Background: an optimization exercise with open tools, aiming at small area. Do not read the settings as production practice. The RTL was checked by simulation tests, not by an equivalence proof against the original design. No driver is modelled on the clock port, so clocking that relies on it looks cheaper here than on a real chip. Power and IR drop assume default switching activity.

File: design/flow/design.v
package lcr_pkg;
  localparam int unsigned CFG_IDX_W = 3;
  localparam int unsigned CFG_DAT_W = 14;
endpackage
module load_current_regulator
#(
  parameter int unsigned PWM_LIMIT = 4000
) (
  input  logic        clk_i,
  input  logic        rst_ni,
  input  logic        cfg_we_i,
  input  logic [2:0]  cfg_index_i,
  input  logic [13:0] cfg_data_i,
  input  logic        s_axis_tvalid_i,
  output logic        s_axis_tready_o,
  input  logic [39:0] s_axis_tdata_i,
  output logic        m_axis_tvalid_o,
  input  logic        m_axis_tready_i,
  output logic [47:0] m_axis_tdata_o
);
  localparam logic [19:0] LIMIT = 20'(PWM_LIMIT * 256);
  function automatic logic c_ge(input logic [5:0] a, input logic [5:0] k);
    logic r;
    r = 1'b1;
    for (int i = 0; i < 6; i++) begin
      if (a[i] != k[i]) r = a[i];
    end
    c_ge = r;
  endfunction
  function automatic logic c_le(input logic [5:0] a, input logic [5:0] k);
    logic r;
    r = 1'b1;
    for (int i = 0; i < 6; i++) begin
      if (a[i] != k[i]) r = k[i];
    end
    c_le = r;
  endfunction
  function automatic logic [3:0] add4(input logic [5:0] a, input logic [3:0] k);
    logic cy;
    logic [3:0] s;
    cy = 1'b0;
    for (int i = 0; i < 4; i++) begin
      s[i] = a[i] ^ k[i] ^ cy;
      cy   = (a[i] & k[i]) | (cy & (a[i] ^ k[i]));
    end
    add4 = s;
  endfunction
  function automatic logic bor(input logic a, input logic b, input logic bin);
    bor = (~a & (b | bin)) | (b & bin);
  endfunction
  function automatic logic cry(input logic a, input logic b, input logic cin);
    cry = (a & (b | cin)) | (b & cin);
  endfunction
  logic [11:0] setpoint_q, offset_q;
  logic [9:0]  gain_q, vcomp_q;
  logic [13:0] cutoff_q;
  logic [7:0]  trip_q, release_q;
  logic [1:0]  feat_q;
  logic        sp_w_q, off_w_q, vc_w_q, cut_w_q, trip_w_q, rel_w_q;
  logic [7:0]  cfl_q, vfl_q, accl_q;    
  logic [12:0] cfu_q;                   
  logic [14:0] vfu_q;                   
  logic [11:0] accu_q;                  
  logic [15:0] base_q;                  
  logic        stop_q, fan_q, bvalid_q;
  logic        busy_q, ovalid_q;
  logic [2:0]  pass_q;
  logic [5:0]  c_q;
  logic        f1_q, f2_q, f3_q, f4_q, f5_q, f6_q, f7_q;
  logic [2:0]  mr_q;      
  logic        rc_q;      
  logic        le_q, gt_q, nega_q, tt_q;
  logic [10:0] s_q;       
  logic p0, p1, p2, p3, p4, p5, p6, p01, p23;
  assign p0  = busy_q & (pass_q == 3'd0);
  assign p1  = busy_q & (pass_q == 3'd1);
  assign p2  = busy_q & (pass_q == 3'd2);
  assign p3  = busy_q & (pass_q == 3'd3);
  assign p4  = busy_q & (pass_q == 3'd4);
  assign p5  = busy_q & (pass_q == 3'd5);
  assign p6  = busy_q & (pass_q == 3'd6);
  assign p01 = p0 | p1;
  assign p23 = p2 | p3;
  assign s_axis_tready_o = p6;
  assign m_axis_tvalid_o = ovalid_q;
  logic [5:0] c;
  assign c = c_q;
  always_ff @(posedge clk_i) begin
    if (!busy_q) pass_q <= stop_q ? 3'd6 : 3'd0;
    else if (c == 6'd63) pass_q <= pass_q + 3'd1;
  end
  logic commit;
  assign commit = p5 & (c == 6'd63);
  always_ff @(posedge clk_i or negedge rst_ni) begin
    if (!rst_ni) begin
      busy_q   <= 1'b0;
      ovalid_q <= 1'b0;
      c_q      <= 6'd0;
    end else begin
      c_q <= c_q + 6'd1;
      if (!busy_q) begin
        if (s_axis_tvalid_i && !ovalid_q && (stop_q || c == 6'd63)) begin
          busy_q <= 1'b1;
        end
      end else begin
        if (p6 && s_axis_tvalid_i) begin
          busy_q   <= 1'b0;
          ovalid_q <= 1'b1;
        end
      end
      if (ovalid_q && m_axis_tready_i) ovalid_q <= 1'b0;
    end
  end
  always_ff @(posedge clk_i or negedge rst_ni) begin
    if (!rst_ni) begin
      gain_q <= 10'd63;
      feat_q <= 2'd0;
    end else if (cfg_we_i) begin
      case (cfg_index_i)
        3'd2: gain_q <= cfg_data_i[9:0];
        3'd7: feat_q <= cfg_data_i[1:0];
        default: ;
      endcase
    end
  end
  always_ff @(posedge clk_i) begin
    if (cfg_we_i) begin
      case (cfg_index_i)
        3'd0: setpoint_q <= cfg_data_i[11:0];
        3'd1: offset_q   <= cfg_data_i[11:0];
        3'd3: vcomp_q    <= cfg_data_i[9:0];
        3'd4: cutoff_q   <= cfg_data_i[13:0];
        3'd5: trip_q     <= cfg_data_i[7:0];
        3'd6: release_q  <= cfg_data_i[7:0];
        default: ;
      endcase
    end
  end
  always_ff @(posedge clk_i or negedge rst_ni) begin
    if (!rst_ni) begin
      sp_w_q   <= 1'b0;
      off_w_q  <= 1'b0;
      vc_w_q   <= 1'b0;
      cut_w_q  <= 1'b0;
      trip_w_q <= 1'b0;
      rel_w_q  <= 1'b0;
    end else if (cfg_we_i) begin
      if (cfg_index_i == 3'd0) sp_w_q   <= 1'b1;
      if (cfg_index_i == 3'd1) off_w_q  <= 1'b1;
      if (cfg_index_i == 3'd3) vc_w_q   <= 1'b1;
      if (cfg_index_i == 3'd4) cut_w_q  <= 1'b1;
      if (cfg_index_i == 3'd5) trip_w_q <= 1'b1;
      if (cfg_index_i == 3'd6) rel_w_q  <= 1'b1;
    end
  end
  logic t0, c0, c31, c39;
  assign c0  = (c == 6'd0);
  assign t0  = (c == 6'd8);
  assign c31 = (c == 6'd31);
  assign c39 = (c == 6'd39);
  logic [11:0] si, sv, st;
  assign si = s_axis_tdata_i[11:0];
  assign sv = s_axis_tdata_i[23:12];
  assign st = s_axis_tdata_i[35:24];
  logic [3:0] i7;
  logic       w7;
  assign i7 = add4(c, 4'd9);
  assign w7 = c_ge(c, 6'd7) & c_le(c, 6'd18);
  logic       w16v;
  assign w16v = (c[5:4] == 2'b01) & c_le(c, 6'd27);
  logic [3:0] i8;
  logic       w8, w16;
  assign i8  = add4(c, 4'd8);
  assign w8  = c_ge(c, 6'd8) & c_le(c, 6'd19);
  assign w16 = (c[5:4] == 2'b01) & c_le(c, 6'd29);
  logic v;    
  assign v = bvalid_q;
  logic spnz;
  assign spnz = sp_w_q & (|setpoint_q);
  logic cflo, cf_in, cf0, cf1, cfv0, cfv1;
  assign cflo = c_le(c, 6'd19);
  assign cf0  = c_le(c, 6'd7) ? cfl_q[0] : cfu_q[0];
  assign cf1  = c_le(c, 6'd6) ? cfl_q[1] :
                ((c == 6'd7) | ~cflo) ? cfu_q[0] : cfu_q[1];
  assign cfv0 = cf0 & v;
  assign cfv1 = cf1 & v;
  logic si_b, of_b, d_b, dsh;
  assign si_b = w7 & si[i7];
  assign of_b = w7 & off_w_q & offset_q[i7];
  assign d_b  = si_b ^ of_b ^ f1_q;
  assign dsh  = c_ge(c, 6'd7) & d_b;
  logic be_in, y_b;
  assign be_in = c0 ? cfv0 : f2_q;
  assign y_b   = dsh ^ cfv1 ^ be_in;
  logic [2:0] m5_in, m5_n;
  localparam logic [23:0] MOD5_ADD1 = {3'd0, 3'd0, 3'd0, 3'd0, 3'd4, 3'd3, 3'd2, 3'd1};
  localparam logic [23:0] MOD5_ADD2 = {3'd0, 3'd0, 3'd0, 3'd1, 3'd0, 3'd4, 3'd3, 3'd2};
  localparam logic [23:0] MOD5_ADD3 = {3'd0, 3'd0, 3'd0, 3'd2, 3'd1, 3'd0, 3'd4, 3'd3};
  localparam logic [23:0] MOD5_ADD4 = {3'd0, 3'd0, 3'd0, 3'd3, 3'd2, 3'd1, 3'd0, 3'd4};
  always_comb begin
    m5_in = c0 ? 3'd0 : mr_q;
    m5_n  = m5_in;
    if (y_b) begin
      case ({c31, c[1:0]})
        3'b000, 3'b100: m5_n = MOD5_ADD1[3 * m5_in +: 3];
        3'b001, 3'b101,
        3'b111:         m5_n = MOD5_ADD2[3 * m5_in +: 3];
        3'b010, 3'b110: m5_n = MOD5_ADD4[3 * m5_in +: 3];
        default:        m5_n = MOD5_ADD3[3 * m5_in +: 3];
      endcase
    end
  end
  logic m5b, bu_in, u_b, zd1_in, zd2_in, bz_in, z_b, ca_in, scf_b;
  assign m5b    = (c[5:2] == 4'd0) & (c[1:0] != 2'd3) & mr_q[c[1:0]];
  assign bu_in  = c0 ? 1'b0 : f3_q;
  assign u_b    = y_b ^ m5b ^ bu_in;
  assign zd1_in = c0 ? 1'b0 : f4_q;
  assign zd2_in = c0 ? 1'b0 : f5_q;
  assign bz_in  = c0 ? 1'b0 : f6_q;
  assign z_b    = u_b ^ zd2_in ^ bz_in;
  assign ca_in  = c0 ? rc_q : f7_q;
  assign scf_b  = cfv0 ^ z_b ^ ca_in;
  assign cf_in = p1 ? scf_b : cf0;
  always_ff @(posedge clk_i) begin
    cfl_q <= {((p1 & c_le(c, 6'd7)) ? scf_b : cfl_q[0]), cfl_q[7:1]};
    if ((p01 | p23 | p4) & ((c_ge(c, 6'd8) & cflo) | c39)) cfu_q <= {cf_in, cfu_q[12:1]};
  end
  logic [3:0] ic;
  logic       tb_b, bt_in, td_b, thb, b1_in, b2_in, u1_b, u2_b;
  localparam logic [7:0] TRIP_RST = 8'd16;
  localparam logic [7:0] REL_RST  = 8'd8;
  logic       rel_b, trip_b;
  assign ic    = c_le(c, 6'd11) ? c[3:0] : 4'd11;
  assign tb_b  = st[ic];
  assign rel_b  = rel_w_q ? release_q[c[2:0]] : REL_RST[c[2:0]];
  assign trip_b = trip_w_q ? trip_q[c[2:0]] : TRIP_RST[c[2:0]];
  assign thb    = (c[5:3] == 3'd0) & (fan_q ? rel_b : trip_b);
  assign bt_in = c0 ? 1'b0 : f3_q;
  assign td_b  = base_q[0] ^ tb_b ^ bt_in;
  assign b1_in = c0 ? 1'b1 : f4_q;
  assign b2_in = c0 ? 1'b0 : f5_q;
  assign u1_b  = td_b ^ thb ^ b1_in;
  assign u2_b  = ~td_b ^ thb ^ b2_in;
  always_ff @(posedge clk_i) begin
    base_q <= {((p0 & ~c[5] & ~c[4] & ~v) ? tb_b : base_q[0]), base_q[15:1]};
  end
  logic        mb;
  logic [10:0] ma;
  logic [11:0] mt;
  logic        p_b;
  logic        spb, eacc_b, bsp_in;
  assign bsp_in = c0 ? 1'b0 : f1_q;
  assign spb    = w8 & sp_w_q & setpoint_q[i8];
  assign eacc_b = spb ^ cf0 ^ bsp_in;
  logic        svd_q;
  always_ff @(posedge clk_i) begin
    svd_q <= p23 & w16v & sv[c[3:0]];
  end
  logic [11:0] mcy;
  logic [10:0] pp;
  logic [9:0] gain;
  assign gain = gain_q;
  assign ma  = p4 ? {1'b0, gain} : {vcomp_q[9], vcomp_q};
  logic mclr;
  assign mclr = c[5] & (c[4] | c[3]);
  assign mb  = ~mclr & (p4 ? eacc_b : (cf0 & vc_w_q));
  assign pp  = mb ? ma : 11'd0;
  always_comb begin
    mcy[0] = svd_q;
    for (int i = 0; i < 11; i++) begin
      mt[i]    = s_q[i] ^ pp[i] ^ mcy[i];
      mcy[i+1] = cry(s_q[i], pp[i], mcy[i]);
    end
    mt[11] = s_q[10] ^ pp[10] ^ mcy[11];
  end
  assign p_b = mt[0];
  always_ff @(posedge clk_i) begin
    s_q <= {mt[11] & ~mclr, mt[10:1]};
  end
  logic vfv;
  assign vfv = (c_le(c, 6'd15) ? vfl_q[0] : vfu_q[0]) & v;
  logic tg_b, bdv_in, dv_b, x_b;
  assign tg_b   = p_b;
  assign bdv_in = t0 ? 1'b0 : f2_q;
  assign dv_b   = tg_b ^ vfv ^ bdv_in;
  assign x_b    = t0 ? 1'b0 : f3_q;
  logic [1:0] m3_in, m3_n;
  always_comb begin
    m3_in = t0 ? 2'd0 : mr_q[1:0];
    m3_n  = m3_in;
    if (x_b) begin
      if (c[0] && !c39) m3_n = {~m3_in[1] & ~m3_in[0], m3_in[1]};    
      else              m3_n = {m3_in[0], ~m3_in[1] & ~m3_in[0]};    
    end
  end
  logic m3b, bu3_in, u3_b, qd_in, bq_in, q_b, cv_in, vfn_b;
  assign m3b    = (c[5:1] == 5'd4) & mr_q[c[0]];
  assign bu3_in = t0 ? 1'b0 : f4_q;
  assign u3_b   = x_b ^ m3b ^ bu3_in;
  assign qd_in  = t0 ? 1'b0 : f5_q;
  assign bq_in  = t0 ? 1'b0 : f6_q;
  assign q_b    = u3_b ^ qd_in ^ bq_in;
  assign cv_in  = t0 ? rc_q : f7_q;
  assign vfn_b  = vfv ^ q_b ^ cv_in;
  logic cb, le_in;
  localparam logic [13:0] CUTOFF_RST = 14'd3008;
  assign cb    = w16 & (cut_w_q ? cutoff_q[c[3:0]] : CUTOFF_RST[c[3:0]]);
  assign le_in = t0 ? 1'b1 : le_q;
  always_ff @(posedge clk_i) begin
    vfl_q <= {((p3 & (c[5:3] == 3'd1)) ? vfn_b : vfl_q[0]), vfl_q[7:1]};
    if (p23 & ((c_ge(c, 6'd16) & c_le(c, 6'd29)) | c39)) begin
      vfu_q <= {(p3 ? vfn_b : vfu_q[0]), vfu_q[14:1]};
    end
  end
  logic accv, s_b, ca2_in, as_b, lb, gt_in, zero, acc_in;
  assign accv   = (c_le(c, 6'd15) ? accl_q[0] : accu_q[0]) & v & c_le(c, 6'd27);
  assign s_b    = c_le(c, 6'd31) ? p_b : f3_q;
  assign ca2_in = t0 ? 1'b0 : f2_q;
  assign as_b   = accv ^ s_b ^ ca2_in;
  assign gt_in  = t0 ? 1'b0 : gt_q;
  always_comb begin
    lb = 1'b0;
    for (int i = 0; i < 20; i++) begin
      if (c == 6'(i + 8)) lb = LIMIT[i];
    end
  end
  logic cut, ttrip;
  assign cut   = feat_q[0] & spnz & le_q;
  assign ttrip = v & feat_q[1] & tt_q;
  assign zero  = nega_q | cfu_q[12] | ~spnz | cut | ttrip;
  logic acco;
  assign acco = c_le(c, 6'd15) ? accl_q[0] : accu_q[0];
  always_comb begin
    if (p4)        acc_in = as_b;
    else if (zero) acc_in = 1'b0;
    else if (gt_q) acc_in = lb;
    else           acc_in = acco;
  end
  always_ff @(posedge clk_i) begin
    accl_q <= {(((p4 | p5) & (c[5:3] == 3'd1)) ? acc_in : accl_q[0]), accl_q[7:1]};
    if ((p4 | p5) & c_ge(c, 6'd16) & c_le(c, 6'd27)) accu_q <= {acc_in, accu_q[11:1]};
  end
  always_ff @(posedge clk_i) begin
    if (p01) begin
      f1_q <= c_ge(c, 6'd7) ? bor(si_b, of_b, f1_q) : 1'b0;
      f2_q <= bor(dsh, cfv1, be_in);
    end else if (p23) begin
      f1_q <= 1'b0;
      f2_q <= bor(tg_b, vfv, bdv_in);
    end else begin
      f1_q <= bor(spb, cf0, bsp_in);
      f2_q <= cry(accv, s_b, ca2_in);
    end
    if (p0) begin
      f3_q <= bor(base_q[0], tb_b, bt_in);
      f4_q <= bor(td_b, thb, b1_in);
      f5_q <= bor(~td_b, thb, b2_in);
    end else if (p1) begin
      f3_q <= bor(y_b, m5b, bu_in);
      f4_q <= z_b;
      f5_q <= zd1_in;
    end else if (p23) begin
      f3_q <= dv_b;
      f4_q <= bor(x_b, m3b, bu3_in);
      f5_q <= q_b;
    end else begin
      if (c31) f3_q <= p_b;
    end
    if (p1) begin
      f6_q <= bor(u_b, zd2_in, bz_in);
      f7_q <= cry(cfv0, z_b, ca_in);
    end else begin
      f6_q <= bor(u3_b, qd_in, bq_in);
      f7_q <= cry(vfv, q_b, cv_in);
    end
    if (p0) begin
      if (c_le(c, 6'd31)) mr_q <= m5_n;
      if (c0)  rc_q <= cfv0;                              
      if (c31) rc_q <= y_b & (rc_q | (m5_n != 3'd0));     
      if (c == 6'd15) tt_q <= ~(u1_b & u2_b);
    end
    if (p2) begin
      if (c_ge(c, 6'd8) & c_le(c, 6'd39)) mr_q <= {1'b0, m3_n};
      if (c39) rc_q <= x_b & (m3_n != 2'd0);
    end
    if (p3 & c_ge(c, 6'd8) & c_le(c, 6'd39)) begin
      le_q <= (vfn_b != cb) ? (c39 ? vfn_b : cb) : le_in;
    end
    if (p4 & c_ge(c, 6'd8) & c_le(c, 6'd39)) begin
      gt_q <= (as_b != lb) ? as_b : gt_in;
    end
    if (p4 & c39) nega_q <= as_b;
  end
  always_ff @(posedge clk_i or negedge rst_ni) begin
    if (!rst_ni) begin
      stop_q   <= 1'b0;
      fan_q    <= 1'b0;
      bvalid_q <= 1'b0;
    end else if (commit) begin
      stop_q   <= stop_q | cut;
      fan_q    <= ttrip;
      bvalid_q <= 1'b1;
    end
  end
  logic [13:0] fv;
  assign fv = vfu_q[14] ? 14'd0 : vfu_q[13:0];
  assign m_axis_tdata_o = {7'b0, fv, cfu_q, fan_q, stop_q, accu_q};
endmodule
File: design/flow/flow/run.sh
#!/bin/bash
# Layout: the standard flow (standard.sh, standard synthesis unchanged) with
# three changes: the port buffers are sky130_fd_sc_hd__buf_1 instead of the
# default clkdlybuf4s50_1; the clock tree is built from clkbuf_8 (root
# clkbuf_16) as a plain H-tree without sink clustering or dummy balancing loads; after CTS the clock buffers with a
# large fanout are upsized (flow/post_cts.tcl). Each tool's full log stays under
# orfs/logs; make's output goes to flow_make.log in this folder.
set -euo pipefail
bash standard.sh \
  BUFFER_PORTS_ARGS="-buffer_cell sky130_fd_sc_hd__buf_1" \
  CTS_ARGS="-repair_clock_nets -dont_use_dummy_load -root_buf sky130_fd_sc_hd__clkbuf_16 -buf_list {sky130_fd_sc_hd__clkbuf_8}" \
  POST_CTS_TCL="$PWD/flow/post_cts.tcl" \
  finish > flow_make.log 2>&1
File: design/flow/flow/post_cts.tcl
# After clock tree synthesis: upsize the clock buffers that drive many sinks
# (sky130_fd_sc_hd__clkbuf_8 -> clkbuf_16) so that every flip-flop clock pin
# keeps a low slew, then legalize the placement again.
set block [ord::get_db_block]
set changed 0
foreach inst [$block getInsts] {
  if {[[$inst getMaster] getName] ne "sky130_fd_sc_hd__clkbuf_8"} { continue }
  set fo 0
  foreach it [$inst getITerms] {
    if {[$it isOutputSignal]} {
      set net [$it getNet]
      if {$net ne "NULL"} { set fo [expr {[llength [$net getITerms]] - 1}] }
    }
  }
  if {$fo > 17} {
    replace_cell [$inst getName] sky130_fd_sc_hd__clkbuf_16
    incr changed
  }
}
puts "post_cts: upsized $changed clock buffers"
if {$changed > 0} {
  detailed_placement
  check_placement -verbose
  estimate_parasitics -placement
}
File: design/flow/standard.sh
#!/bin/bash
# synth_recipe.tcl (not shown) runs the flow's synth.tcl, then flattens the netlist and writes it again
# the make line also repeats each setting of config.mk as NAME=value (left out here)
make -C /OpenROAD-flow-scripts/flow DESIGN_CONFIG=/design/flow/config.mk WORK_HOME=/design/flow/orfs CLKGATE_MAP_FILE= SYNTH_SCRIPT=/design/flow/synth_recipe.tcl "${@:-finish}"
File: design/flow/config.mk
export PLATFORM = sky130hd
export DESIGN_NAME = load_current_regulator
export DESIGN_NICKNAME = load_current_regulator
export VERILOG_FILES = /design/flow/design.v
export SDC_FILE = /design/flow/constraint.sdc
export NUM_CORES = 4
export LEC_CHECK = 0
export CAP_MARGIN = 20
export CORE_MARGIN = 2
export CORE_UTILIZATION = 40
export SLEW_MARGIN = 20
File: design/flow/constraint.sdc
create_clock -name core_clock -period 15.0 [get_ports {clk_i}]
set_input_delay 3.0000 -clock core_clock [delete_from_list [all_inputs] [get_ports {clk_i}]]
set_output_delay 3.0000 -clock core_clock [all_outputs]
set_load 0.01 [all_outputs]
==> impl_metrics.json, run 1 <==
{
  "status": "finished clean",
  "hold_viol_final": 0,
  "diodes": 0,
  "hp-start": "base_q[10]",
  "rows": 55,
  "die_area_um2": 23800,
  "path_clk_slew_ps": 90,
  "seqCellArea_um2": 5360,
  "synth_async_sr_flop_share_pct": 14.3,
  "grt_usage_pct": 18.0,
  "layout-drive-gt1-share_pct": 11.3,
  "globalRouteOverflowTotal": 0,
  "reg2reg_depth": 22,
  "finalSetupTns_ps": 0,
  "detail_route.wl_per_cell_um": 19.1,
  "antenna_left": 0,
  "slew_violations": 0,
  "synth_area_leaders": "edfxtp_1 38%, dfxtp_1 13%, dfrtp_1 6.4%, fa_1 5.5%, mux4_2 3.5%",
  "cpMaxStageDelayCell": "dfrtp_1",
  "start_util_pct": 40.3,
  "ys_ff_latch": 203,
  "io_pins": 112,
  "power.leakage_uw": 0.00359,
  "post-route-period-util_pct": 48.7,
  "crit_path_end_kind": "register",
  "synthToLayoutAreaGrowth_pct": 9.61,
  "final_common_cell": "edfxtp_1",
  "grt_start_max_net_pins": 37,
  "postSynthAreaPerCell_um2": 13.0,
  "critPathKind": "register to register",
  "ir_drop_mv": 0.0651,
  "die_h_um": 154,
  "viasPerCell": 5.32,
  "num_vias": 5712,
  "crit_chain": "inv_1 -> ha_1 -> mux2_2 -> inv_1 -> fa_1 -> nand2_1 -> a21o_1 -> a21o_1 -> fa_1 -> inv_1 -> fa_1 -> fa_1 -> fa_1 -> fa_1 -> fa_1 -> fa_1 -> fa_1 -> fa_1 -> fa_1 -> inv_1 -> fa_1 -> inv_1",
  "drt_first_pass_iters": 5,
  "path_common_cell": "fa_1",
  "yosysSeqAreaShare_pct": 59.3,
  "first_global_vias": 5682,
  "fin_area_um2": 9910,
  "synth_cell_types": 73,
  "port-buffer-count": 100,
  "dr.first_iter.drc_count": 435,
  "clock_latency_ps": 400,
  "multi_input_area_um2": 3360,
  "yosys.area.top_type_share_pct": 37.9,
  "drv_cap": 0,
  "min_to": "base_q[9]",
  "r2r_slack_ps": 7690,
  "post_dp_cell_area_um2": 9640,
  "dp_hpwl_um": 14500,
  "grt_antenna_before_repair": 0,
  "cp_data_required_time_ps": 15340,
  "core_um2": 22400,
  "hold_depth": 0,
  "synthesis.area_um2": 9040,
  "rsz0062_at_grt": "false",
  "nets": 894,
  "grt_pass1_wl_um": 32500,
  "yosys.area.top_type": "edfxtp_1",
  "p_per_area_nw_per_um2": 122,
  "startpoint_type": "register",
  "synth-edff-count": 114,
  "synth-main-ff-cell": "edfxtp_1",
  "fin_cells": 1074,
  "die_w_um": 154,
  "yosysWarnings": 1,
  "worstReg2RegEnd": "s_q[9]",
  "fillerInstances": 2085,
  "dp.cells": 1056,
  "cp_slowest_stage_delay_ps": 810,
  "tightest_slew_ps": 977,
  "crit_path_max_fanout": 16,
  "hold_ws_ps": 304,
  "post-route-util_pct": 44.2,
  "gp_congestion": 0.846,
  "cts_tree": "done",
  "regToRegStartpoint": "c_q[5]",
  "clock_sinks": 203,
  "fmaxAchievable_mhz": 137,
  "fin_worst_skew_ps": 29.9,
  "routed_wl_um": 20500,
  "post-route-min-period_ps": 7310,
  "drc_errors": 0,
  "postSynthCellCount": 696,
  "relSlewSlack_pct": 34.5,
  "final_cell_mix": "114 x edfxtp_1, 99 x buf_1, 60 x dfxtp_1",
  "hold_path.class": "register to register",
  "setup_viol": 0,
  "arrival_ps": 7650
}
-- metal layers --
layer	track usage [%]	routed length (um)
met2	29.3	9850
met3	3.47	811
met5	0	0
met4	6.17	433
met1	24.4	9400
-- report_power, final --
part           total [uW]  leakage [uW]  internal (uW)  switching [uW]
Combinational         257       0.00160            106             151
Sequential            668       0.00185            636            32.2
Clock                 282      0.000132            114             168
-- logic make-up (layout without fill, tap and decap cells) --
logic type      after synthesis  in the layout  share of synthesized area (%)
mux                          60             60                           8.91
compound gates              108            108                           8.43
fa+ha+maj                    41             41                           7.75
other cells                   1              7                         0.0415
buf+inv                      74            161                           3.82
xor+xnor                      3              3                          0.291
flops                       203            203                           59.3
simple gates                206            206                           11.5
-- stage by stage --
step                      power [uW]  setup WS (ps)
final                           1210           7690
after global routing            1280           7350
after detailed placement         932           7680
after global placement           928           7730
after floorplan                  852           8140
-- how the worst max path moves through the flow --
| stage | start | endpoint | cells past startpoint |
|---|---|---|---|
| 6_report | c_q[5] | s_q[9] | 22 |
| 5_1_grt | c_q[0] | s_q[9] | 24 |
| 3_5_place_dp | c_q[0] | s_q[9] | 24 |
| 3_3_place_gp | c_q[0] | s_q[9] | 24 |
| 2_1_floorplan | c_q[0] | s_q[9] | 27 |
-- synth_stat cells (all sizes together) (7+ instances only) --
cell type and n:
dfxtp 60, and3 7, nand3 17, mux2i 22, ha 16, dfrtp 23, nand4 8, nor2 40
edfxtp 114, o21ai 22, nor3 12, and2 9, clkbuf 14, inv 36, nand2 58, nor2b 22
or2 8, a21oi 30, nand2b 9, mux4 14, fa 25, nor4 7, mux2 24, buf 24
-- area by class of cell --
class / instances / share of cell area (%)
inverter: 36 / 1.36
timing repair buffer: 108 / 4.41
clock buffer: 17 / 2.59
multi-input combinational: 425 / 33.9
tap: 285 / 3.60
sequential: 203 / 54.1
-- state kept, by name, summed over array words and instances, names as in the netlist, 2 cells and up --
signal	flops
cfl_q	8
gain_q	10
mr_q	3
c_q	6
s_q	11
accu_q	12
setpoint_q	12
base_q	16
feat_q	2
vfu_q	15
trip_q	8
release_q	8
offset_q	12
vcomp_q	10
vfl_q	8
cfu_q	13
pass_q	3
accl_q	8
cutoff_q	14
-- worst max-delay path, delay by kind of cell, from the launching register on --
family	cells	cell delay, ps
adder cells (fa/ha/maj)	13	4910
flip-flops	1	810
buffers and inverters	5	610
AO/OA/AOI/OAI	2	490
multiplexers	1	360
AND/OR/NAND/NOR	1	80
==> run 2: changes to the inputs <==
==> design/flow/flow/run.sh (replaced) <==
#!/bin/bash
# Layout: the standard flow (standard.sh, standard synthesis unchanged) with
# three changes: the port buffers are sky130_fd_sc_hd__buf_1 instead of the
# default clkdlybuf4s50_1; the clock tree is built from clkbuf_8 as a
# plain H-tree without sink clustering or dummy balancing loads; after CTS the clock buffers with a
# large fanout are upsized (flow/post_cts.tcl). Each tool's full log stays under
# orfs/logs; make's output goes to flow_make.log in this folder.
set -euo pipefail
bash standard.sh \
  BUFFER_PORTS_ARGS="-buffer_cell sky130_fd_sc_hd__buf_1" \
  CTS_ARGS="-repair_clock_nets -dont_use_dummy_load -root_buf sky130_fd_sc_hd__clkbuf_8 -buf_list {sky130_fd_sc_hd__clkbuf_8}" \
  POST_CTS_TCL="$PWD/flow/post_cts.tcl" \
  finish > flow_make.log 2>&1
==> run 2 against run 1 <==
  * Still clean on timing, DRC and antenna
  * Register-to-register slack barely moved
  * Critical path depth rose by 2
  * Sequential cell count did not move
  * Total power fell by 0.81%
  * Setup slack improved by 9.2 ps
  * First-iteration DRC count fell by 5.3%
  * Sequential share of layout area rose by 0.062 points
  * Clock power fell by 3%
  * Fmax rose by 0.13%
  * Largest power group unchanged
  * Highest routed layer unchanged
==> impl_metrics.json, run 2 <==
{
  "dr.first_iter.drc_count": 412,
  "synth_async_sr_flop_share_pct": 14.3,
  "globalRouteOverflowTotal": 0,
  "post_dp_cell_area_um2": 9640,
  "path_clk_slew_ps": 90,
  "core_um2": 22400,
  "synth-edff-count": 114,
  "synth_area_leaders": "edfxtp_1 38%, dfxtp_1 13%, dfrtp_1 6.4%, fa_1 5.5%, mux4_2 3.5%",
  "post-route-period-util_pct": 48.6,
  "cp_data_required_time_ps": 15420,
  "startpoint_type": "register",
  "arrival_ps": 7720,
  "fmaxAchievable_mhz": 137,
  "gp_congestion": 0.846,
  "setup_viol": 0,
  "largest_register_ffs": 16,
  "dp.cells": 1056,
  "grt_pass1_wl_um": 32400,
  "rsz0062_at_grt": "false",
  "fillerInstances": 2087,
  "worstReg2RegEnd": "s_q[9]",
  "die_w_um": 154,
  "startpoint": "c_q[0]",
  "status": "finished clean",
  "fin_worst_skew_ps": 29.0,
  "reg2reg_depth": 24,
  "fin_area_um2": 9900,
  "yosysSeqAreaShare_pct": 59.3,
  "yosysWarnings": 1,
  "r2r_slack_ps": 7700,
  "p_per_area_nw_per_um2": 121,
  "cp-endpoint": "s_q[9]",
  "synth_top_cells_by_count": "114 x edfxtp_1, 60 x dfxtp_1, 58 x nand2_1, 39 x nor2_1, 35 x inv_1",
  "slew_violations": 0,
  "rows": 55,
  "yosys.area.top_type_share_pct": 37.9,
  "tightest_slew_ps": 975,
  "final_cell_mix": "114 x edfxtp_1, 99 x buf_1, 60 x dfxtp_1",
  "io_pins": 112,
  "crit_path_end_kind": "register",
  "hold_path.class": "register to register",
  "yosys.area.top_type": "edfxtp_1",
  "post-route-min-period_ps": 7300,
  "ys_ff_latch": 203,
  "first_global_vias": 5690,
  "p_total_uw": 1200,
  "fin_cells": 1074,
  "p_int_uw": 847,
  "num_vias": 5730,
  "grt_usage_pct": 18.0,
  "postSynthCellCount": 696,
  "detail_route.wl_per_cell_um": 19.1,
  "regMostFlops": "base_q",
  "dp_hpwl_um": 14500,
  "yosysMostFrequentCell": "edfxtp_1",
  "clock_latency_ps": 480,
  "switching_share_pct": 29.2,
  "synthToLayoutAreaGrowth_pct": 9.48,
  "hold_ws_ps": 305,
  "antenna_left": 0,
  "hold_viol_final": 0,
  "synthesis.area_um2": 9040,
  "drv_cap": 0,
  "p_clk_share_pct": 22.9,
  "start_util_pct": 40.3,
  "routed_wl_um": 20500,
  "power_frac_comb_pct": 21.3,
  "port-buffer-count": 100,
  "p_switching_uw": 349,
  "postSynthAreaPerCell_um2": 13.0,
  "synth-main-ff-cell": "edfxtp_1",
  "critPathKind": "register to register",
  "finalSetupTns_ps": 0,
  "layout-drive-gt1-share_pct": 11.3,
  "drc_errors": 0,
  "seqPwrFrac_pct": 55.8,
  "nets": 894,
  "die_area_um2": 23800,
  "crit_path_max_fanout": 36,
  "final_common_cell": "edfxtp_1",
  "largestRegisters": "base_q x16, vfu_q x15, cutoff_q x14",
  "regToRegStartpoint": "c_q[0]",
  "drt_first_pass_iters": 5,
  "die_h_um": 154,
  "cts_tree": "done",
  "viasPerCell": 5.34,
  "ir_drop_mv": 0.0653,
  "grt_antenna_before_repair": 0,
  "synth_cell_types": 73,
  "grt_start_max_net_pins": 37,
  "clock_sinks": 203,
  "relSlewSlack_pct": 34.7,
  "diodes": 0,
  "power.leakage_uw": 0.00358
}
==> run 2: worst min-delay path by stage <==
stage / start / to / slack [ps] / depth (start not counted)
2_1_floorplan: accl_q[1] / accl_q[0] / 310 / 0
3_3_place_gp: cfl_q[6] / cfl_q[5] / 310 / 0
3_5_place_dp: accl_q[4] / accl_q[3] / 310 / 0
5_1_grt: base_q[10] / base_q[9] / 300 / 0
6_report: base_q[10] / base_q[9] / 300 / 0
==> run 2: layer usage <==
layer  track usage (%)  share of wire [%]
met1              24.3                 45
met5                 0                  0
met4              6.39                2.2
met3              3.67                3.9
met2              29.1                 49
==> run 2: final cells by class <==
cell class              count  area (um^2)  area share, %
flip-flops and latches    203         5360           54.2
multi-input cells         425         3360           34.0
repair buffers            108          437           4.41
well taps                 285          357           3.60
clock buffers              17          245           2.48
inverters                  36          135           1.37
==> run 2: cells by family (layout without fill, tap and decap cells) <==
logic type               count (synthesis)  after routing  synth area share [%]
XOR/XNOR                                 3              3                 0.291
AND/OR/NAND/NOR                        206            206                  11.5
adder cells (fa/ha/maj)                 41             41                  7.75
flip-flops                             203            203                  59.3
multiplexers                            60             60                  8.91
buffers and inverters                   74            161                  3.82
AO/OA/AOI/OAI                          108            108                  8.43
other                                    1              7                0.0415
==> run 2: worst max-delay path, stage by stage (launching register included) <==
cell and delay [ps]:
dfrtp_2 360, buf_4 480, mux4_2 570, mux2i_1 160, nor2_1 60, a21oi_1 170
nor3_1 90, fa_1 500, nand2_1 80, a21o_1 340, a21o_1 150, fa_1 170
inv_1 50, fa_1 370, fa_1 390, fa_1 390, fa_1 390, fa_1 390
fa_1 390, fa_1 410, fa_1 400, fa_1 360, inv_1 90, fa_1 410
inv_1 60
==> run 2: stage by stage <==
step | setup slack [ps] | util [%]
final | 7700 | 44.1
after global routing | 7350 | 44.1
after detailed placement | 7680 | 43.0
after global placement | 7730 | 43.0
after floorplan | 8140 | -
==> run 2: power groups by stage <==
| stage | Clock (uW) | Combinational, uW | Sequential [uW] |
|---|---|---|---|
| 6_report | 274 | 255 | 668 |
| 5_1_grt | 307 | 288 | 674 |
| 3_5_place_dp | 0 | 251 | 680 |
| 3_3_place_gp | 0 | 249 | 679 |
| 2_1_floorplan | 0 | 188 | 664 |

-- what the ideal ports hide --
No port has a modelled driver above. Below, the same layouts with a new extraction and two added sets of constraints. Step 1 assumes that a clkbuf_16 drives the clock port and a buf_2 every other input. Step 2 adds t to the input delays and takes it off the output delays; t is the mean of the earliest and latest rising clock arrival at the registers after step 1. Input paths then give back, and output paths get back, about the clock's delay inside the block. a / b / c = no drivers / after step 1 / after step 2; a / b = the first two.
run | shift t [ns] | setup WS [ns] | hold WS [ns] | worst setup path after step 2 | latest minus earliest clock arrival (ns)
run 1 | 0.426 | 7.693 / 7.693 / 7.669 | 0.304 / 0.304 / 0.304 | input to register | 0.032 / 0.031
run 2 | 0.508 | 7.703 / 7.703 / 7.699 | 0.305 / 0.305 / 0.305 | input to register | 0.031 / 0.031
After both steps every run listed still meets setup and hold. For run 1, which loses most, drivers alone change the setup slack by 0.000 ns; drivers and shift together by -0.024 ns.
